Source: an optimization exercise on an open RTL-to-GDS flow (aim: small area). Production flows keep margins and buffers that such runs may drop. In this exercise RTL edits were held to simulation tests only and were not proved equivalent to the original. No activity file was given, so power comes from the tool's default toggle rates.

$ cat flow/config.mk
export PLATFORM = sky130hd
export DESIGN_NAME = cpu_id_ex_top
export DESIGN_NICKNAME = cpu_id_ex_top
export VERILOG_FILES = /design/flow/design.v
export SDC_FILE = /design/flow/constraint.sdc
export NUM_CORES = 4
export LEC_CHECK = 0
export CAP_MARGIN = 20
export CORE_MARGIN = 2
export CORE_UTILIZATION = 50
export SLEW_MARGIN = 20
export SYNTH_HIERARCHICAL = 1
$ cat flow/constraint.sdc
create_clock -name core_clock -period 9.5 [get_ports {clk}]
set_input_delay 1.9000 -clock core_clock [delete_from_list [all_inputs] [get_ports {clk}]]
set_output_delay 1.9000 -clock core_clock [all_outputs]
set_load 0.01 [all_outputs]
$ cat flow/design.v
package mips_pkg;
    localparam int REG_ADDR_W = 5;
    localparam int NUM_REGS   = 32;
    localparam int LINK_REG   = 31;            
    localparam int OPCODE_W  = 6;
    localparam int FUNCT_W   = 6;
    localparam int SHAMT_W   = 5;
    localparam int IMM_W     = 16;
    localparam int TARGET_W  = 26;
    localparam int OP_LSB    = 26;
    localparam int RS_LSB    = 21;
    localparam int RT_LSB    = 16;
    localparam int RD_LSB    = 11;
    localparam int SHAMT_LSB = 6;
    localparam int FUNCT_LSB = 0;
    localparam int IMM_LSB   = 0;
    typedef enum logic [OPCODE_W-1:0] {
        OP_RTYPE = 6'h00,
        OP_J     = 6'h02,
        OP_JAL   = 6'h03,
        OP_BEQ   = 6'h04,
        OP_BNE   = 6'h05,
        OP_ADDI  = 6'h08,
        OP_ADDIU = 6'h09,
        OP_SLTI  = 6'h0a,
        OP_ANDI  = 6'h0c,
        OP_ORI   = 6'h0d,
        OP_XORI  = 6'h0e,
        OP_LUI   = 6'h0f,
        OP_LW    = 6'h23,
        OP_SW    = 6'h2b
    } opcode_t;
    typedef enum logic [FUNCT_W-1:0] {
        F_SLL  = 6'h00,
        F_SRL  = 6'h02,
        F_SRA  = 6'h03,
        F_ADD  = 6'h20,
        F_ADDU = 6'h21,
        F_SUB  = 6'h22,
        F_SUBU = 6'h23,
        F_AND  = 6'h24,
        F_OR   = 6'h25,
        F_XOR  = 6'h26,
        F_NOR  = 6'h27,
        F_SLT  = 6'h2a,
        F_SLTU = 6'h2b
    } funct_t;
    typedef enum logic [3:0] {
        ALU_ADD, ALU_SUB, ALU_AND, ALU_OR, ALU_XOR, ALU_NOR,
        ALU_SLT, ALU_SLTU, ALU_SLL, ALU_SRL, ALU_SRA, ALU_LUI
    } alu_op_t;
endpackage
`timescale 1ns/1ns
module rf_write (
    input  logic        rst,
    input  logic        wb_en,
    input  logic [4:0]  wb_addr,
    input  logic [31:0] wb_data,
    output logic [31:1] we,
    output logic [31:1] wdec,     
    output logic [31:0] wdata
);
    logic [4:0] an;
    logic [3:0] lon;      
    logic [7:0] hin;      
    logic       rstn;
    c_inv i_rstn (.a (rst), .y (rstn));
    for (genvar j = 0; j < 5; j++) begin : g_an
        c_inv i_inv (.a (wb_addr[j]), .y (an[j]));
    end
    for (genvar k = 0; k < 4; k++) begin : g_lo
        c_nand2 i_n (.a (k[1] ? wb_addr[1] : an[1]), .b (k[0] ? wb_addr[0] : an[0]), .y (lon[k]));
    end
    for (genvar m = 0; m < 8; m++) begin : g_hi
        c_nand4 i_n (.a (m[2] ? wb_addr[4] : an[4]), .b (m[1] ? wb_addr[3] : an[3]),
                     .c (m[0] ? wb_addr[2] : an[2]), .d (wb_en), .y (hin[m]));
    end
    for (genvar i = 1; i < 32; i++) begin : g_we
        c_o21ai i_o (.a1 (hin[i >> 2]), .a2 (lon[i & 3]), .b1 (rstn), .y (we[i]));
        c_nor2  i_d (.a (hin[i >> 2]), .b (lon[i & 3]), .y (wdec[i]));
    end
    for (genvar j = 0; j < 32; j++) begin : g_wd
        c_and2 i_a (.a (wb_data[j]), .b (rstn), .y (wdata[j]));
    end
endmodule
module rf_byp (
    input  logic [4:0] addr,
    input  logic       wb_en,
    input  logic [4:0] wb_addr,
    output logic       byp
);
    assign byp = wb_en && (wb_addr == addr) && (addr != 5'd0);
endmodule
module rf_rsel (
    input  logic [4:0]  addr,
    input  logic        wb_en,
    input  logic [4:0]  wb_addr,
    input  logic [31:1] wdec,
    output logic [31:0] sel
);
    logic [4:0] an;
    logic [3:0] lon;
    logic [7:0] hin;
    rf_byp i_byp (.addr, .wb_en, .wb_addr, .byp (sel[0]));
    for (genvar j = 0; j < 5; j++) begin : g_an
        c_inv i_inv (.a (addr[j]), .y (an[j]));
    end
    for (genvar k = 0; k < 4; k++) begin : g_lo
        c_nand2 i_n (.a (k[1] ? addr[1] : an[1]), .b (k[0] ? addr[0] : an[0]), .y (lon[k]));
    end
    for (genvar m = 0; m < 8; m++) begin : g_hi
        c_nand3 i_n (.a (m[2] ? addr[4] : an[4]), .b (m[1] ? addr[3] : an[3]),
                     .c (m[0] ? addr[2] : an[2]), .y (hin[m]));
    end
    for (genvar i = 1; i < 32; i++) begin : g_sel
        c_nor3 i_n (.a (hin[i >> 2]), .b (lon[i & 3]), .c (wdec[i]), .y (sel[i]));
    end
endmodule
module rf_rbit (
    input  logic [31:0] sel,
    input  logic [31:0] d,
    output logic        y
);
    logic [10:0] t;
    logic [2:0]  u;
    for (genvar j = 0; j < 10; j++) begin : g_a
        c_a222oi i_a (.a1 (sel[3*j]),   .a2 (d[3*j]),
                      .b1 (sel[3*j+1]), .b2 (d[3*j+1]),
                      .c1 (sel[3*j+2]), .c2 (d[3*j+2]), .y (t[j]));
    end
    c_a22oi i_b  (.a1 (sel[30]), .a2 (d[30]), .b1 (sel[31]), .b2 (d[31]), .y (t[10]));
    c_nand4 i_n0 (.a (t[0]), .b (t[1]), .c (t[2]), .d (t[3]), .y (u[0]));
    c_nand4 i_n1 (.a (t[4]), .b (t[5]), .c (t[6]), .d (t[7]), .y (u[1]));
    c_nand3 i_n2 (.a (t[8]), .b (t[9]), .c (t[10]), .y (u[2]));
    c_or3   i_o  (.a (u[0]), .b (u[1]), .c (u[2]), .y (y));
endmodule
`timescale 1ns/1ns
module id_ctrl (
    input  logic [31:0] instr,
    output logic        reg_write,
    output logic        mem_write,
    output logic        mem_to_reg,
    output logic        undefined,
    output logic        uses_rs,
    output logic        uses_rt,
    output logic [4:0]  write_addr,
    output logic        use_imm,      
    output logic        imm_hi,       
    output logic        sub,          
    output logic        uns,          
    output logic        sh_left,
    output logic        sh_arith,
    output logic        s_sum,
    output logic        s_slt,
    output logic        s_shr,
    output logic        s_shl,
    output logic        s_pc,
    output logic        s_lui,
    output logic        l_p,          
    output logic        l_g,          
    output logic        l_k,          
    output logic        is_j,
    output logic        is_br
);
    logic [5:0] op, fn;
    logic rtype, f_shift, f_addsub, f_logic, f_slt, r_ok;
    logic o_arith, o_lui, s_log;
    logic [1:0] lsel;
    assign op = instr[31:26];
    assign fn = instr[5:0];
    assign rtype    = (op == 6'h00);
    assign f_shift  = (fn == 6'h00) || (fn == 6'h02) || (fn == 6'h03);
    assign f_addsub = (fn[5:2] == 4'b1000);           
    assign f_logic  = (fn[5:2] == 4'b1001);           
    assign f_slt    = (fn[5:1] == 5'b10101);          
    assign r_ok     = f_shift || f_addsub || f_logic || f_slt;
    assign o_arith  = (op[5:3] == 3'b001) && (op != 6'h0b);
    assign o_lui    = (op == 6'h0f);
    assign is_br    = (op[5:1] == 5'b00010);          
    assign is_j     = (op[5:1] == 5'b00001);          
    assign mem_to_reg = (op == 6'h23);
    assign mem_write  = (op == 6'h2b);
    assign reg_write  = (rtype && r_ok) || o_arith || mem_to_reg || (op == 6'h03);
    assign undefined  = rtype ? !r_ok : !(o_arith || mem_to_reg || mem_write || is_br || is_j);
    assign uses_rs    = (rtype && (f_addsub || f_logic || f_slt)) ||
                        (o_arith && !o_lui) || mem_to_reg || mem_write || is_br;
    assign uses_rt    = (rtype && r_ok) || mem_write || is_br;
    assign write_addr = (op[3] || op[5]) ? instr[20:16] : (op[0] ? 5'd31 : instr[15:11]);
    assign use_imm  = op[3] || op[5];
    assign imm_hi   = !op[2] && instr[15];
    assign sub      = rtype ? (fn[1] && !fn[2]) : (!op[5] && op[3] && !op[2] && op[1]);
    assign uns      = rtype && fn[0];
    assign sh_left  = !fn[1];
    assign sh_arith = fn[0];
    assign s_sum = rtype ? (fn[5] && !fn[3] && !fn[2]) : (op[5] || (op[3] && !op[2] && !op[1]));
    assign s_slt = rtype ? (fn[5] && fn[3]) : (!op[5] && op[3] && !op[2] && op[1]);
    assign s_log = rtype ? (fn[5] && !fn[3] && fn[2]) : (!op[5] && op[3] && op[2] && !(op[1] && op[0]));
    assign s_shr = rtype && !fn[5] && fn[1];
    assign s_shl = rtype && !fn[5] && !fn[1];
    assign s_pc  = !rtype && !op[5] && !op[3];
    assign s_lui = !rtype && !op[5] && op[3] && op[2] && op[1] && op[0];
    assign lsel = rtype ? fn[1:0] : op[1:0];
    assign l_p  = s_log && (lsel[0] ^ lsel[1]);
    assign l_g  = s_log && !lsel[1];
    assign l_k  = s_log && (lsel == 2'b11);
endmodule
module id_hazard (
    input  logic [4:0] rs,
    input  logic [4:0] rt,
    input  logic       uses_rs,
    input  logic       uses_rt,
    input  logic       ex_mem_to_reg,
    input  logic [4:0] ex_write_addr,
    output logic       stall
);
    assign stall = ex_mem_to_reg && (ex_write_addr != 5'd0) &&
                   ((uses_rs && (ex_write_addr == rs)) || (uses_rt && (ex_write_addr == rt)));
endmodule
module id_take (
    input  logic is_j,
    input  logic is_br,
    input  logic bne,
    input  logic eq,
    input  logic stall,
    output logic branch_taken
);
    assign branch_taken = (is_j || (is_br && (eq ^ bne))) && !stall;
endmodule
module id_pcbr (
    input  logic [31:0] pc,
    input  logic [31:0] instr,
    output logic [31:0] pc4,
    output logic [31:0] branch_target
);
    logic [29:0] x, bt;
    logic [15:0] y;
    logic [16:0] ci;           
    logic [29:16] a1, a0;      
    logic [16:0] c, cn;        
    logic        inc, dec, jmp, jmpn;
    assign x = pc[31:2];
    assign y = instr[15:0];
    assign pc4[1:0] = pc[1:0];
    c_inv i_p0 (.a (x[0]), .y (pc4[2]));
    assign ci[1] = x[0];
    for (genvar j = 1; j < 16; j++) begin : g_inc_lo
        c_and2 i_c (.a (ci[j]), .b (x[j]), .y (ci[j+1]));
        c_xor2 i_s (.a (x[j]), .b (ci[j]), .y (pc4[j+2]));
    end
    assign a1[17] = x[16];
    c_xor2 i_p16 (.a (x[16]), .b (ci[16]), .y (pc4[18]));
    for (genvar j = 17; j < 30; j++) begin : g_inc_hi
        logic tn;
        if (j < 29) begin : g_ch
            c_and2 i_c (.a (a1[j]), .b (x[j]), .y (a1[j+1]));
        end
        c_nand2 i_t (.a (ci[16]), .b (a1[j]), .y (tn));
        c_xnor2 i_s (.a (x[j]), .b (tn), .y (pc4[j+2]));
    end
    c_xnor2 i_b0s (.a (x[0]), .b (y[0]), .y (bt[0]));
    c_nor2  i_b0c (.a (x[0]), .b (y[0]), .y (cn[1]));
    for (genvar j = 1; j < 16; j++) begin : g_badd
        logic p, gk;
        if (j % 2 == 1) begin : g_odd
            c_xor2  i_p (.a (x[j]), .b (y[j]), .y (p));
            c_nor2  i_k (.a (x[j]), .b (y[j]), .y (gk));
            c_a21oi i_c (.a1 (p), .a2 (cn[j]), .b1 (gk), .y (c[j+1]));
            c_xnor2 i_s (.a (p), .b (cn[j]), .y (bt[j]));
        end else begin : g_even
            c_ha    i_pg (.a (x[j]), .b (y[j]), .s (p), .c (gk));
            c_a21oi i_c (.a1 (p), .a2 (c[j]), .b1 (gk), .y (cn[j+1]));
            c_xor2  i_s (.a (p), .b (c[j]), .y (bt[j]));
        end
    end
    c_andn i_inc (.a (c[16]), .bn (y[15]), .y (inc));
    c_andn i_dec (.a (y[15]), .bn (c[16]), .y (dec));
    begin : g_b16
        logic tn;
        c_xnor2 i_t (.a (c[16]), .b (y[15]), .y (tn));
        c_xnor2 i_s (.a (x[16]), .b (tn), .y (bt[16]));
    end
    c_inv i_a017 (.a (x[16]), .y (a0[17]));
    for (genvar j = 17; j < 30; j++) begin : g_bhi
        logic tn;
        if (j < 29) begin : g_ch
            c_andn i_c (.a (a0[j]), .bn (x[j]), .y (a0[j+1]));
        end
        c_a22oi i_t (.a1 (inc), .a2 (a1[j]), .b1 (dec), .b2 (a0[j]), .y (tn));
        c_xnor2 i_s (.a (x[j]), .b (tn), .y (bt[j]));
    end
    assign jmp = instr[27];    
    c_inv i_jn (.a (jmp), .y (jmpn));
    c_andn i_t0 (.a (pc[0]), .bn (jmp), .y (branch_target[0]));
    c_andn i_t1 (.a (pc[1]), .bn (jmp), .y (branch_target[1]));
    for (genvar j = 0; j < 30; j++) begin : g_tgt
        c_a22o i_m (.a1 (jmp), .a2 (j < 26 ? instr[j] : pc4[j+2]), .b1 (jmpn), .b2 (bt[j]),
                    .y (branch_target[j+2]));
    end
endmodule
`timescale 1ns/1ns
module c_inv    (input logic a, output logic y);                 assign y = ~a;                            endmodule
module c_nand2  (input logic a, b, output logic y);              assign y = ~(a & b);                      endmodule
module c_nand3  (input logic a, b, c, output logic y);           assign y = ~(a & b & c);                  endmodule
module c_nand4  (input logic a, b, c, d, output logic y);        assign y = ~(a & b & c & d);              endmodule
module c_nor2   (input logic a, b, output logic y);              assign y = ~(a | b);                      endmodule
module c_nor3   (input logic a, b, c, output logic y);           assign y = ~(a | b | c);                  endmodule
module c_nor4   (input logic a, b, c, d, output logic y);        assign y = ~(a | b | c | d);              endmodule
module c_and2   (input logic a, b, output logic y);              assign y = a & b;                         endmodule
module c_andn   (input logic a, bn, output logic y);             assign y = a & ~bn;                       endmodule
module c_or3    (input logic a, b, c, output logic y);           assign y = a | b | c;                     endmodule
module c_xor2   (input logic a, b, output logic y);              assign y = a ^ b;                         endmodule
module c_xnor2  (input logic a, b, output logic y);              assign y = ~(a ^ b);                      endmodule
module c_mux2i  (input logic s, a0, a1, output logic y);         assign y = ~(s ? a1 : a0);                endmodule
module c_a21oi  (input logic a1, a2, b1, output logic y);        assign y = ~((a1 & a2) | b1);             endmodule
module c_o21ai  (input logic a1, a2, b1, output logic y);        assign y = ~((a1 | a2) & b1);             endmodule
module c_a22oi  (input logic a1, a2, b1, b2, output logic y);    assign y = ~((a1 & a2) | (b1 & b2));      endmodule
module c_a22o   (input logic a1, a2, b1, b2, output logic y);    assign y = (a1 & a2) | (b1 & b2);         endmodule
module c_a222oi (input logic a1, a2, b1, b2, c1, c2, output logic y);
    assign y = ~((a1 & a2) | (b1 & b2) | (c1 & c2));
endmodule
module c_ha     (input logic a, b, output logic s, c);           assign s = a ^ b; assign c = a & b;      endmodule
`timescale 1ns/1ns
module alu_lt (
    input  logic uns,
    input  logic sub,
    input  logic a31,
    input  logic bopn31,
    input  logic c32n,
    output logic lt
);
    assign lt = (!uns && a31) ^ ((!uns && !bopn31) ^ sub) ^ !c32n;
endmodule
module alu_shctl (
    input  logic [4:0] shamt,
    input  logic       sh_arith,
    input  logic       b31,
    output logic [4:0] nsh,
    output logic [4:0] shf
);
    logic fill;
    assign fill = sh_arith && b31;
    assign nsh  = ~shamt;
    for (genvar k = 0; k < 5; k++) begin : g_f
        assign shf[k] = shamt[k] && ((k % 2 == 0) ? !fill : fill);
    end
endmodule
module alu_dp (
    input  logic [31:0] a,
    input  logic [31:0] b,
    input  logic [15:0] imm,
    input  logic [4:0]  shamt,
    input  logic [31:0] pc4,
    input  logic        use_imm,
    input  logic        imm_hi,
    input  logic        sub,
    input  logic        uns,
    input  logic        sh_left,
    input  logic        sh_arith,
    input  logic        s_sum,
    input  logic        s_slt,
    input  logic        s_shr,
    input  logic        s_shl,
    input  logic        s_pc,
    input  logic        s_lui,
    input  logic        l_p,
    input  logic        l_g,
    input  logic        l_k,
    output logic [31:0] res,
    output logic        eq
);
    logic [31:0] bopn, bp, p, gk, n, s;
    logic [16:0] c, cn;      
    logic [32:17] c0, cn0;   
    logic [32:17] c1, cn1;   
    logic [32:17] cs;        
    logic        lt;
    assign c[0] = sub;
    for (genvar i = 0; i < 32; i++) begin : g_add
        c_mux2i i_bop (.s (use_imm), .a0 (b[i]), .a1 (i < 16 ? imm[i] : imm_hi), .y (bopn[i]));
        c_xnor2 i_bp  (.a (bopn[i]), .b (sub), .y (bp[i]));
        if (i % 2 == 0) begin : g_even
            c_ha    i_pg (.a (a[i]), .b (bp[i]), .s (p[i]), .c (gk[i]));       
        end else begin : g_odd
            c_xor2  i_p  (.a (a[i]), .b (bp[i]), .y (p[i]));
            c_nor2  i_k  (.a (a[i]), .b (bp[i]), .y (gk[i]));                 
        end
        c_nor2 i_n (.a (p[i]), .b (gk[i]), .y (n[i]));
    end
    for (genvar i = 0; i < 16; i++) begin : g_lo
        if (i % 2 == 0) begin : g_even
            c_a21oi i_c (.a1 (p[i]), .a2 (c[i]), .b1 (gk[i]), .y (cn[i+1]));
            c_xor2  i_s (.a (p[i]), .b (c[i]), .y (s[i]));
        end else begin : g_odd
            c_a21oi i_c (.a1 (p[i]), .a2 (cn[i]), .b1 (gk[i]), .y (c[i+1]));
            c_xnor2 i_s (.a (p[i]), .b (cn[i]), .y (s[i]));
        end
    end
    c_xor2 i_s16 (.a (p[16]), .b (c[16]), .y (s[16]));
    c_inv  i_c017 (.a (gk[16]), .y (cn0[17]));       
    assign cn1[17] = n[16];                           
    for (genvar i = 17; i < 32; i++) begin : g_hi
        if (i % 2 == 1) begin : g_odd
            c_a21oi i_c0 (.a1 (p[i]), .a2 (cn0[i]), .b1 (gk[i]), .y (c0[i+1]));
            c_a21oi i_c1 (.a1 (p[i]), .a2 (cn1[i]), .b1 (gk[i]), .y (c1[i+1]));
        end else begin : g_even
            c_a21oi i_c0 (.a1 (p[i]), .a2 (c0[i]), .b1 (gk[i]), .y (cn0[i+1]));
            c_a21oi i_c1 (.a1 (p[i]), .a2 (c1[i]), .b1 (gk[i]), .y (cn1[i+1]));
        end
    end
    for (genvar i = 17; i < 33; i++) begin : g_sel
        if (i % 2 == 1) begin : g_odd
            c_mux2i i_m (.s (c[16]), .a0 (cn0[i]), .a1 (cn1[i]), .y (cs[i]));    
            if (i < 32) begin : g_s
                c_xor2 i_s (.a (p[i]), .b (cs[i]), .y (s[i]));
            end
        end else begin : g_even
            c_mux2i i_m (.s (c[16]), .a0 (c0[i]), .a1 (c1[i]), .y (cs[i]));      
            if (i < 32) begin : g_s
                c_xnor2 i_s (.a (p[i]), .b (cs[i]), .y (s[i]));
            end
        end
    end
    alu_lt i_lt (.uns, .sub, .a31 (a[31]), .bopn31 (bopn[31]), .c32n (cs[32]), .lt);
    logic [7:0] z4;
    logic [1:0] zn;
    for (genvar m = 0; m < 8; m++) begin : g_z
        c_nor4 i_z (.a (p[4*m]), .b (p[4*m+1]), .c (p[4*m+2]), .d (p[4*m+3]), .y (z4[m]));
    end
    c_nand4 i_z0 (.a (z4[0]), .b (z4[1]), .c (z4[2]), .d (z4[3]), .y (zn[0]));
    c_nand4 i_z1 (.a (z4[4]), .b (z4[5]), .c (z4[6]), .d (z4[7]), .y (zn[1]));
    c_nor2  i_eq (.a (zn[0]), .b (zn[1]), .y (eq));
    logic [4:0]  nsh, shf;
    logic [31:0] v [6];      
    alu_shctl i_shctl (.shamt, .sh_arith, .b31 (b[31]), .nsh, .shf);
    for (genvar i = 0; i < 32; i++) begin : g_rev
        c_mux2i i_m (.s (sh_left), .a0 (b[i]), .a1 (b[31-i]), .y (v[0][i]));
    end
    for (genvar k = 0; k < 5; k++) begin : g_stage
        for (genvar i = 0; i < 32; i++) begin : g_bit
            if (i + (1 << k) < 32) begin : g_m
                c_mux2i i_m (.s (shamt[k]), .a0 (v[k][i]), .a1 (v[k][i + (1 << k)]), .y (v[k+1][i]));
            end else begin : g_f
                c_a21oi i_f (.a1 (nsh[k]), .a2 (v[k][i]), .b1 (shf[k]), .y (v[k+1][i]));
            end
        end
    end
    for (genvar i = 0; i < 32; i++) begin : g_res
        logic y1, y2, y3;
        c_a222oi i_y1 (.a1 (s_sum), .a2 (s[i]), .b1 (l_p), .b2 (p[i]),
                       .c1 ((i % 2 == 0) ? l_g : l_k), .c2 (gk[i]), .y (y1));
        c_a222oi i_y2 (.a1 ((i % 2 == 0) ? l_k : l_g), .a2 (n[i]), .b1 (s_shr), .b2 (v[5][i]),
                       .c1 (s_shl), .c2 (v[5][31-i]), .y (y2));
        if (i == 0) begin : g_y3_slt
            c_a22oi i_y3 (.a1 (s_pc), .a2 (pc4[i]), .b1 (s_slt), .b2 (lt), .y (y3));
        end else if (i < 16) begin : g_y3_pc
            c_nand2 i_y3 (.a (s_pc), .b (pc4[i]), .y (y3));
        end else begin : g_y3_lui
            c_a22oi i_y3 (.a1 (s_pc), .a2 (pc4[i]), .b1 (s_lui), .b2 (imm[i-16]), .y (y3));
        end
        c_nand3 i_r (.a (y1), .b (y2), .c (y3), .y (res[i]));
    end
endmodule
`timescale 1ns/1ns
module cpu_id_ex_top (
    input  logic                            clk,
    input  logic                            rst,
    input  logic                            cpu_en,
    input  logic [31:0]                     id_instruction,
    input  logic [31:0]                     id_pc,
    input  logic                            wb_en,
    input  logic [mips_pkg::REG_ADDR_W-1:0] wb_addr,
    input  logic [31:0]                     wb_data,
    output logic                            stall,
    output logic                            branch_taken,
    output logic [31:0]                     branch_target,
    output logic [31:0]                     ex_alu_result,
    output logic [31:0]                     ex_store_data,
    output logic [mips_pkg::REG_ADDR_W-1:0] ex_write_addr,
    output logic                            ex_reg_write,
    output logic                            ex_mem_write,
    output logic                            ex_mem_to_reg,
    output logic                            ex_undefined
);
    logic [31:1] we, wdec;
    logic [31:0] wdata;
    logic [31:0] q [32];               
    logic [31:0] sel_rs, sel_rt;
    logic [31:0] a, b;
    rf_write i_rf_write (.rst, .wb_en, .wb_addr, .wb_data, .we, .wdec, .wdata);
    assign q[0] = wb_data;
    for (genvar i = 1; i < 32; i++) begin : g_reg
        logic [31:0] r;
        always_ff @(posedge clk) begin
            if (we[i]) r <= wdata;
        end
        assign q[i] = r;
    end
    rf_rsel i_sel_rs (.addr (id_instruction[25:21]), .wb_en, .wb_addr, .wdec, .sel (sel_rs));
    rf_rsel i_sel_rt (.addr (id_instruction[20:16]), .wb_en, .wb_addr, .wdec, .sel (sel_rt));
    for (genvar k = 0; k < 32; k++) begin : g_rbit
        logic [31:0] d;
        for (genvar i = 0; i < 32; i++) begin : g_d
            assign d[i] = q[i][k];
        end
        rf_rbit i_rs (.sel (sel_rs), .d, .y (a[k]));
        rf_rbit i_rt (.sel (sel_rt), .d, .y (b[k]));
    end
    logic        d_reg_write, d_mem_write, d_mem_to_reg, d_undefined;
    logic        uses_rs, uses_rt;
    logic [4:0]  d_write_addr;
    logic        use_imm, imm_hi, sub, uns, sh_left, sh_arith;
    logic        s_sum, s_slt, s_shr, s_shl, s_pc, s_lui, l_p, l_g, l_k;
    logic        is_j, is_br, eq;
    logic [31:0] pc4, res;
    id_ctrl i_ctrl (
        .instr (id_instruction), .reg_write (d_reg_write), .mem_write (d_mem_write),
        .mem_to_reg (d_mem_to_reg), .undefined (d_undefined), .uses_rs, .uses_rt,
        .write_addr (d_write_addr), .use_imm, .imm_hi, .sub, .uns, .sh_left, .sh_arith,
        .s_sum, .s_slt, .s_shr, .s_shl, .s_pc, .s_lui, .l_p, .l_g, .l_k, .is_j, .is_br
    );
    id_hazard i_hazard (
        .rs (id_instruction[25:21]), .rt (id_instruction[20:16]), .uses_rs, .uses_rt,
        .ex_mem_to_reg, .ex_write_addr, .stall
    );
    id_pcbr i_pcbr (.pc (id_pc), .instr (id_instruction), .pc4, .branch_target);
    alu_dp i_alu (
        .a, .b, .imm (id_instruction[15:0]), .shamt (id_instruction[10:6]), .pc4,
        .use_imm, .imm_hi, .sub, .uns, .sh_left, .sh_arith,
        .s_sum, .s_slt, .s_shr, .s_shl, .s_pc, .s_lui, .l_p, .l_g, .l_k, .res, .eq
    );
    id_take i_take (
        .is_j, .is_br, .bne (id_instruction[26]), .eq, .stall, .branch_taken
    );
    always_ff @(posedge clk) begin
        if (cpu_en) begin
            ex_alu_result <= res;
            ex_store_data <= b;
            ex_write_addr <= d_write_addr;
            if (rst || stall) begin
                ex_reg_write  <= 1'b0;
                ex_mem_write  <= 1'b0;
                ex_mem_to_reg <= 1'b0;
                ex_undefined  <= 1'b0;
            end else begin
                ex_reg_write  <= d_reg_write;
                ex_mem_write  <= d_mem_write;
                ex_mem_to_reg <= d_mem_to_reg;
                ex_undefined  <= d_undefined;
            end
        end
    end
endmodule
$ cat flow/flow/run.sh
#!/bin/bash
# Layout flow: the standard synthesis, then every combinational cell set
# to the smallest drive strength of its family (the repair steps that follow
# size up wherever timing, slew or capacitance need it), then the standard flow's
# standard layout steps with: sizing not tied to the cell footprint,
# buf_1 port buffers, and smaller clock-tree buffers in larger sink
# clusters without CTS dummy loads. Each tool's output goes to a log here.
set -euo pipefail
R=orfs/results/${FLOW_PLATFORM}/cpu_id_ex_top/base
LIB=${FLOW_HOME}/platforms/${FLOW_PLATFORM}/lib/sky130_fd_sc_hd__tt_025C_1v80.lib

bash standard.sh synth > synth.log 2>&1
cp $R/1_2_yosys.v synth_netlist_orig.v
python3 flow/downsize.py $R/1_2_yosys.v $LIB > downsize.log 2>&1

export CTS_ARGS="-sink_clustering_enable -repair_clock_nets -dont_use_dummy_load -sink_clustering_size 14 -sink_clustering_max_diameter 60 -buf_list {sky130_fd_sc_hd__clkbuf_4 sky130_fd_sc_hd__clkbuf_8}"
export BUFFER_PORTS_ARGS="-buffer_cell sky130_fd_sc_hd__buf_1"
bash standard.sh MATCH_CELL_FOOTPRINT=0 finish > layout.log 2>&1
$ cat flow/flow/downsize.py
#!/usr/bin/env python3
"""Set every combinational cell of a mapped netlist to the smallest drive
strength of its cell family; later flow steps size up where timing, slew or
capacitance need it. Flip-flops, latches and tie cells are left alone.
usage: downsize.py NETLIST LIBERTY"""
import re
import sys

netlist, liberty = sys.argv[1], sys.argv[2]
lib = open(liberty).read()
area = {}
for m in re.finditer(r'cell\s*\(\s*"?(sky130_fd_sc_hd__\w+)"?\s*\)\s*\{(.*?)area\s*:\s*([\d.]+)', lib, re.S):
    area[m.group(1)] = float(m.group(3))

fam = {}
for c in area:
    m = re.match(r'(sky130_fd_sc_hd__\w+?)_(\d+)$', c)
    if m:
        fam.setdefault(m.group(1), []).append((area[c], 0 if m.group(2) == '1' else 1, c))

skip = re.compile(r'sky130_fd_sc_hd__(e?s?df|sedf|dl|conb|tap|fill|decap|lpflow|probe|clk|dly|diode|buf)')
text = open(netlist).read()
count = {}

def repl(m):
    cell = m.group(1)
    if skip.match(cell):
        return m.group(0)
    base = re.match(r'(sky130_fd_sc_hd__\w+?)_(\d+)$', cell)
    if not base or base.group(1) not in fam:
        return m.group(0)
    best = min(fam[base.group(1)])[2]
    if best != cell and area[best] < area[cell]:
        count[(cell, best)] = count.get((cell, best), 0) + 1
        return best + m.group(2)
    return m.group(0)

text = re.sub(r'(?m)^\s*(sky130_fd_sc_hd__\w+)(\s+\S+\s*\()', lambda m: '  ' + repl(m), text)
open(netlist, 'w').write(text)
saved = 0.0
for (a, b), n in sorted(count.items()):
    saved += n * (area[a] - area[b])
    print(f'{n:6d} {a} -> {b}')
print(f'area saved: {saved:.1f} um2')
$ cat flow/standard.sh
#!/bin/bash
# synth_recipe.tcl (not shown) runs the flow's synth.tcl, then flattens the netlist and writes it again
# the make line also repeats each setting of config.mk as NAME=value (left out here)
make -C /OpenROAD-flow-scripts/flow DESIGN_CONFIG=/design/flow/config.mk WORK_HOME=/design/flow/orfs CLKGATE_MAP_FILE= SYNTH_SCRIPT=/design/flow/synth_recipe.tcl "${@:-finish}"
==> impl_metrics.env, run 1 <==
export IMPL_die_width_um=315
export IMPL_cpMostUsedCell="nand4_1"
export IMPL_synthesis_nets=3283
export IMPL_crit_path_start_kind="input pin"
export IMPL_netSwitchingPower_mw=3.16
export IMPL_max_freq_mhz=107
export IMPL_comb_power_share_pct=20.3
export IMPL_grt_pass1_wl_um=285000
export IMPL_clock_sinks=1065
export IMPL_ant_nets=0
export IMPL_rsz0062_at_grt="false"
export IMPL_drc=0
export IMPL_row_count=114
export IMPL_synth_warnings=10
export IMPL_clkPwrFrac_pct=23.0
export IMPL_status="timing/DRC/antenna clean"
export IMPL_slew_violations=0
export IMPL_io_buffer_count=211
export IMPL_cp_end_kind="primary output"
export IMPL_drt_initial_drc_count=10300
export IMPL_num_fill_cells=7707
export IMPL_path_cells="buf_1 > nand4_1 > nor2_1 > nor3_4 > buf_4 > a222oi_1 > nand4_1 > or3_1 > mux2i_1 > xnor2_1 > ha_1 > nor4_1 > nand4_1 > nor2_1 > buf_4 > xnor2_1 > o22ai_1 > buf_1"
export IMPL_p_int_mw=7.24
export IMPL_total_power_mw=10.4
export IMPL_initial_core_util_pct=50.3
export IMPL_switching_share_pct=30.4
export IMPL_largest_register="g.r"
export IMPL_critical_path_max_fanout=28
export IMPL_clockRootBuffer="clkbuf_8"
export IMPL_hold_path_end="ex_store_data[12]$_DFFE_PP_"
export IMPL_setup_violations=0
export IMPL_syn_to_final_growth_pct=13.6
export IMPL_wl_per_cell_um=42.1
export IMPL_maxSlewHeadroom_pct=25.2
export IMPL_cts_tree="done"
export IMPL_hold_viol=0
export IMPL_period_needed_ps=9330
export IMPL_vdd_drop_max_mv=0.140
export IMPL_crit_required_ps=7600
export IMPL_syn_avg_cell_area_um2=15.4
export IMPL_antenna_found_initial=19
export IMPL_hold_path_startpoint="g_reg[31].r[12]$_DFFE_PP_"
export IMPL_syn_inst=3154
export IMPL_drtPass1Iterations=14
export IMPL_clock_path_buffers=3
export IMPL_tritoncts_num_buffers=97
export IMPL_hold_path_class="reg2reg"
export IMPL_timing_final_crit_share_pct=98.2
export IMPL_reg_largest_list="g.r (992), ex_alu_result (32), ex_store_data (32)"
export IMPL_gp_congestion=0.980
export IMPL_final_nets=3816
export IMPL_crit_buf_inv=4
export IMPL_viasPerCell=7.96
export IMPL_chipHeight_um=315
export IMPL_power_leakage_nw=18.3
export IMPL_clkLatencyLatePin_ps=810
export IMPL_p_seq_share_pct=56.8
export IMPL_r2r_cells=27
export IMPL_synth_area_um2=48400
export IMPL_slowest_delay_ps=670
export IMPL_postCtsHoldBufs=0
export IMPL_power_density_nw_per_um2=189
export IMPL_path_delay_family="simple AND/OR/NAND/NOR gates"
export IMPL_groute_usage_overall_pct=41.0
export IMPL_core_um2=96300
export IMPL_grt_overflow=0
export IMPL_hold_depth=4
export IMPL_crit_type="in2out"
export IMPL_drt_wl_total_um=209000
export IMPL_post_cts_repair_setup_buffers=0
export IMPL_num_io_pins=212
export IMPL_htree_levels=3
export IMPL_r2r_end="ex_alu_result[21]$_DFFE_PP_"
export IMPL_dp_hpwl_um=134000
export IMPL_tns_ps=0
export IMPL_maxCapViolations=0
export IMPL_tightest_slew_ps=1120
export IMPL_drive_gt1_share_pct=12.2
export IMPL_cp_slowest_cell="or3_1"
export IMPL_path_clk_slew_ps=90
export IMPL_first_global_vias=37200
export IMPL_timing_reg2reg_setup_slack_ps=3010
export IMPL_largest_reg_flops=992
export IMPL_dieArea_um2=99300
export IMPL_num_vias=39500
export IMPL_grt_max_degree=55
export IMPL_skew_ps=83.5
export IMPL_reg2reg_from="g_reg[9].r[0]$_DFFE_PP_"
export IMPL_critPathArrivalTime_ps=7430
==> layout by cell type (no fill, tap or decap), drive strengths merged, types with 2 or more instances in the layout <==
| cell type | n |
|---|---|
| o21ai | 44 |
| or3 | 65 |
| diode | 7 |
| buf | 439 |
| nor2 | 103 |
| mux2i | 209 |
| a222oi | 704 |
| a21oi | 98 |
| and2 | 61 |
| inv | 29 |
| clkbuf | 103 |
| xor2 | 80 |
| nor2b | 22 |
| nor3 | 68 |
| nand4 | 138 |
| nor4b | 2 |
| and3 | 3 |
| and4 | 3 |
| nor3b | 6 |
| o31ai | 2 |
| a21boi | 3 |
| ha | 24 |
| a22oi | 94 |
| a22o | 30 |
| nand3 | 117 |
| or2 | 3 |
| edfxtp | 1065 |
| clkinv | 2 |
| nand2 | 52 |
| xnor2 | 90 |
| nor4 | 14 |
==> how the worst max path moves through the flow <==
stage,from,to,slack (ps),cells after the start
6_report,wb_addr[3],branch_taken,170,18
5_1_grt,wb_addr[0],branch_taken,40,18
4_1_cts,wb_addr[0],branch_taken,230,18
3_5_place_dp,wb_addr[0],ex_alu_result[0]$_DFFE_PP_,90,30
3_3_place_gp,wb_addr[0],ex_alu_result[0]$_DFFE_PP_,130,31
2_1_floorplan,wb_addr[1],ex_alu_result[19]$_DFFE_PP_,50,28
==> power by group through the flow <==
stage                     combinational (mW)  sequential [mW]  clock, mW
after CTS                               2.04             5.89       2.40
after global placement                  2.02             5.98          0
final                                   2.11             5.91       2.39
after detailed placement                2.03             6.00          0
after global routing                    2.18             5.94       2.56
after floorplan                         1.04             5.96          0
==> routing by layer <==
metal / vias up / track usage, % / wire length (µm) / share of wire (%)
li1: 15700 / - / - / -
met4: 10 / 25.0 / 15200 / 7.3
met5: - / 0 / 89 / 0.043
met2: 3679 / 62.7 / 92600 / 44
met1: 19500 / 51.7 / 70300 / 34
met3: 638 / 11.9 / 30800 / 15
==> worst register-to-register path: cells and delay by family, from the launching register on <==
family	cells	cell delay, ps
compound gates	18	3770
fa+ha+maj	1	270
mux	2	330
simple gates	3	770
buf+inv	1	190
flops	1	480
xor+xnor	2	320
==> through the flow <==
stage	utilization (%)	worst slack (ps)	hold slack (ps)	instance area (µm²)	cells
finish	57.1	170	864	55000	4968
global placement	55.7	129	840	53600	4864
detailed placement	55.7	90.4	881	53600	4864
global route	57.1	44.8	889	55000	4963
CTS	57.1	226	865	55000	4961
floorplan	-	46.8	683	48600	3154
==> layout make-up <==
class	count	area (µm²)	area share [%]
flip-flops and latches	1065	32000	58.2
well taps	1276	1600	2.90
repair buffers	445	2750	5.00
multi-input cells	2047	17200	31.3
diodes	7	17.5	0.0319
inverters	31	118	0.214
clock buffers	97	1340	2.43
==> what timing repair did <==
action | 4_1_cts | 5_1_grt
endpoints found under the setup margin | 0 | 2
hold endpoints to repair | 0 | 0
gates resized for setup | 0 | 1
==> inputs of run 2 (changes only) <==
--- a/flow/config.mk
+++ b/flow/config.mk
@@ -6,7 +6,7 @@
 export NUM_CORES = 4
 export LEC_CHECK = 0
-export CAP_MARGIN = 20
+export CAP_MARGIN = 10
 export CORE_MARGIN = 2
 export CORE_UTILIZATION = 50
-export SLEW_MARGIN = 20
+export SLEW_MARGIN = 10
 export SYNTH_HIERARCHICAL = 1
==> run 2 against run 1 <==
Non-clock buffer count did not move. Fmax fell by 0.66%. Register-to-register slack got worse by 40 ps. Via count rose by 0.20%. Sequential share of layout area barely moved. Die area did not move.
==> impl_metrics.env, run 2 <==
export IMPL_period_needed_ps=9390
export IMPL_vdd_drop_max_mv=0.130
export IMPL_power_density_nw_per_um2=189
export IMPL_tritoncts_num_buffers=99
export IMPL_first_global_vias=37400
export IMPL_final_cells=4970
export IMPL_antenna_found_initial=13
export IMPL_timing_final_crit_share_pct=98.9
export IMPL_hold_viol=0
export IMPL_postCtsHoldBufs=0
export IMPL_post_cts_repair_setup_buffers=0
export IMPL_crit_path_start_kind="input pin"
export IMPL_critPathArrivalTime_ps=7490
export IMPL_setup_violations=0
export IMPL_dp_hpwl_um=134000
export IMPL_dp_cells=4864
export IMPL_row_count=114
export IMPL_wl_per_cell_um=41.9
export IMPL_largest_reg_flops=992
export IMPL_grt_max_degree=55
export IMPL_layout_commonest_cell="edfxtp_1"
export IMPL_syn_avg_cell_area_um2=15.4
export IMPL_reg_largest_list="g.r (992), ex_alu_result (32), ex_store_data (32)"
export IMPL_maxCapViolations=0
export IMPL_slowest_delay_ps=770
export IMPL_synthesis_nets=3283
export IMPL_total_power_mw=10.4
export IMPL_crit_type="in2out"
export IMPL_viasPerCell=7.97
export IMPL_maxSlewHeadroom_pct=14.9
export IMPL_tightest_slew_ps=1280
export IMPL_crit_required_ps=7600
export IMPL_cts_tree="done"
export IMPL_tns_ps=0
export IMPL_synth_warnings=10
export IMPL_ctsResizeCount=0
export IMPL_layout_common_cells="1065 x edfxtp_1, 704 x a222oi_1, 219 x buf_4"
export IMPL_drt_initial_drc_count=10100
export IMPL_final_area_um2=55000
export IMPL_max_freq_mhz=106
export IMPL_largest_register="g.r"
export IMPL_syn_to_final_growth_pct=13.6
export IMPL_clockRootBuffer="clkbuf_8"
export IMPL_htree_levels=3
export IMPL_io_buffer_count=211
export IMPL_path_cells="buf_1 > nand2_1 > nor2_1 > nor3_4 > buf_12 > a222oi_1 > nand4_1 > or3_1 > mux2i_1 > xnor2_1 > ha_1 > nor4_1 > nand4_1 > nor2_1 > buf_4 > xnor2_1 > o22ai_1 > buf_1"
export IMPL_synth_area_um2=48400
export IMPL_crit_buf_inv=4
export IMPL_grt_overflow=0
export IMPL_syn_inst=3154
export IMPL_chipHeight_um=315
export IMPL_status="timing/DRC/antenna clean"
export IMPL_num_vias=39600
export IMPL_num_fill_cells=7737
export IMPL_groute_usage_overall_pct=41.0
export IMPL_initial_core_util_pct=50.3
export IMPL_clkLatencyLatePin_ps=810
export IMPL_final_nets=3818
export IMPL_clock_sinks=1065
export IMPL_hold_path_class="reg2reg"
export IMPL_grt_pass1_wl_um=285000
export IMPL_num_io_pins=212
export IMPL_path_delay_family="simple AND/OR/NAND/NOR gates"
export IMPL_ant_nets=0
export IMPL_power_leakage_nw=18.3
export IMPL_dpl_cell_area_um2=53600
export IMPL_path_clk_slew_ps=90
export IMPL_clock_path_buffers=3
export IMPL_critical_path_max_fanout=26
export IMPL_cp_end_kind="primary output"
export IMPL_drc=0
export IMPL_skew_ps=117
export IMPL_gp_congestion=0.980
export IMPL_die_width_um=315
export IMPL_cp_slowest_cell="or3_1"
export IMPL_rsz0062_at_grt="false"
export IMPL_slew_violations=0
export IMPL_core_um2=96300
export IMPL_drtPass1Iterations=12
export IMPL_drive_gt1_share_pct=12.1
export IMPL_drt_wl_total_um=208000
export IMPL_dieArea_um2=99300
## run 2: cell types whose count changed in the layout (fill, tap and decap cells not counted)
cell	before	now
and2_1	51	57
and2_2	10	4
buf_4	218	219
buf_6	1	0
clkbuf_8	97	99
## run 2: layout make-up
type	instances	area, µm²	area share [%]
Tap cell	1276	1600	2.90
Timing Repair Buffer	445	2750	4.99
Clock buffer	99	1360	2.48
Inverter	31	118	0.214
Antenna cell	7	17.5	0.0318
Multi-Input combinational cell	2047	17200	31.2
Sequential cell	1065	32000	58.1
## run 2: where the power goes
part	leakage (nW)	switching [mW]	internal [mW]	total [mW]
Combinational	7.27	1.44	0.659	2.10
Sequential	10.3	0.227	5.68	5.91
Clock	0.712	1.46	0.922	2.39
## run 2: metrics by stage
step | util (%) | setup WS, ps | hold slack (ps)
after floorplan | - | 46.8 | 683
after global placement | 55.7 | 129 | 840
after detailed placement | 55.7 | 98.3 | 858
after CTS | 57.1 | 230 | 834
after global routing | 57.1 | 66.4 | 870
final | 57.1 | 108 | 844
## run 2: metal layers
layer | GRT usage, % | vias to the layer above | part of all wire [%]
li1 | - | 15700 | -
met1 | 53.3 | 19600 | 34
met2 | 62.3 | 3643 | 44
met3 | 10.2 | 650 | 14
met4 | 24.6 | 4 | 7.3
met5 | 0.0967 | - | 0.011
## run 2: tightest hold or removal path, delay by kind of cell (launching register included)
| kind | cells | cell delay [ps] |
|---|---|---|
| DFF | 1 | 360 |
| AOI/OAI and AO/OA | 1 | 70 |
| and+or+nand+nor | 2 | 310 |
## run 2: path summary, 6_finish.rpt
| path | startpoint | to | slack [ps] | cells past startpoint |
|---|---|---|---|---|
| hold reg to reg | g_reg[31].r[4]$_DFFE_PP_ | ex_store_data[4]$_DFFE_PP_ | 840 | 3 |
| setup / recovery | wb_addr[0] | branch_taken | 110 | 18 |
| hold / removal | g_reg[31].r[4]$_DFFE_PP_ | ex_store_data[4]$_DFFE_PP_ | 840 | 3 |
| setup reg to reg | g_reg[9].r[0]$_DFFE_PP_ | ex_alu_result[19]$_DFFE_PP_ | 2970 | 27 |

[separate check: timing with driven ports]
No port has a modelled driver above. Below, the same layouts with a new extraction and two added sets of constraints. Step 1: set_driving_cell puts a clkbuf_16 on clk and a buf_2 on each other input, an assumption about the parent block. Step 2 moves the port delays by t, midway between the first and last clock arrival at a register: inputs arrive t later, outputs are due t later. That takes back most of the time a late clock gives input paths. Slacks: no drivers / after step 1 / after step 2; pairs: no drivers / after step 1.
| run | shift t [ns] | slack for setup (ns) | hold WS [ns] | worst data-port slew with drivers (ns) | pins driven straight from the clock port |
|---|---|---|---|---|---|
| run 1 | 0.823 | 0.170 / 0.094 / -0.128 | 0.864 / 0.864 / 0.864 | 0.20 | 1 |
| run 2 | 0.812 | 0.108 / 0.031 / -0.099 | 0.844 / 0.844 / 0.844 | 0.22 | 1 |
With both steps, setup timing fails in run 1 and run 2, where it was met with ideal ports. For run 1, which loses most, drivers alone change the setup slack by -0.076 ns; drivers and shift together by -0.298 ns.
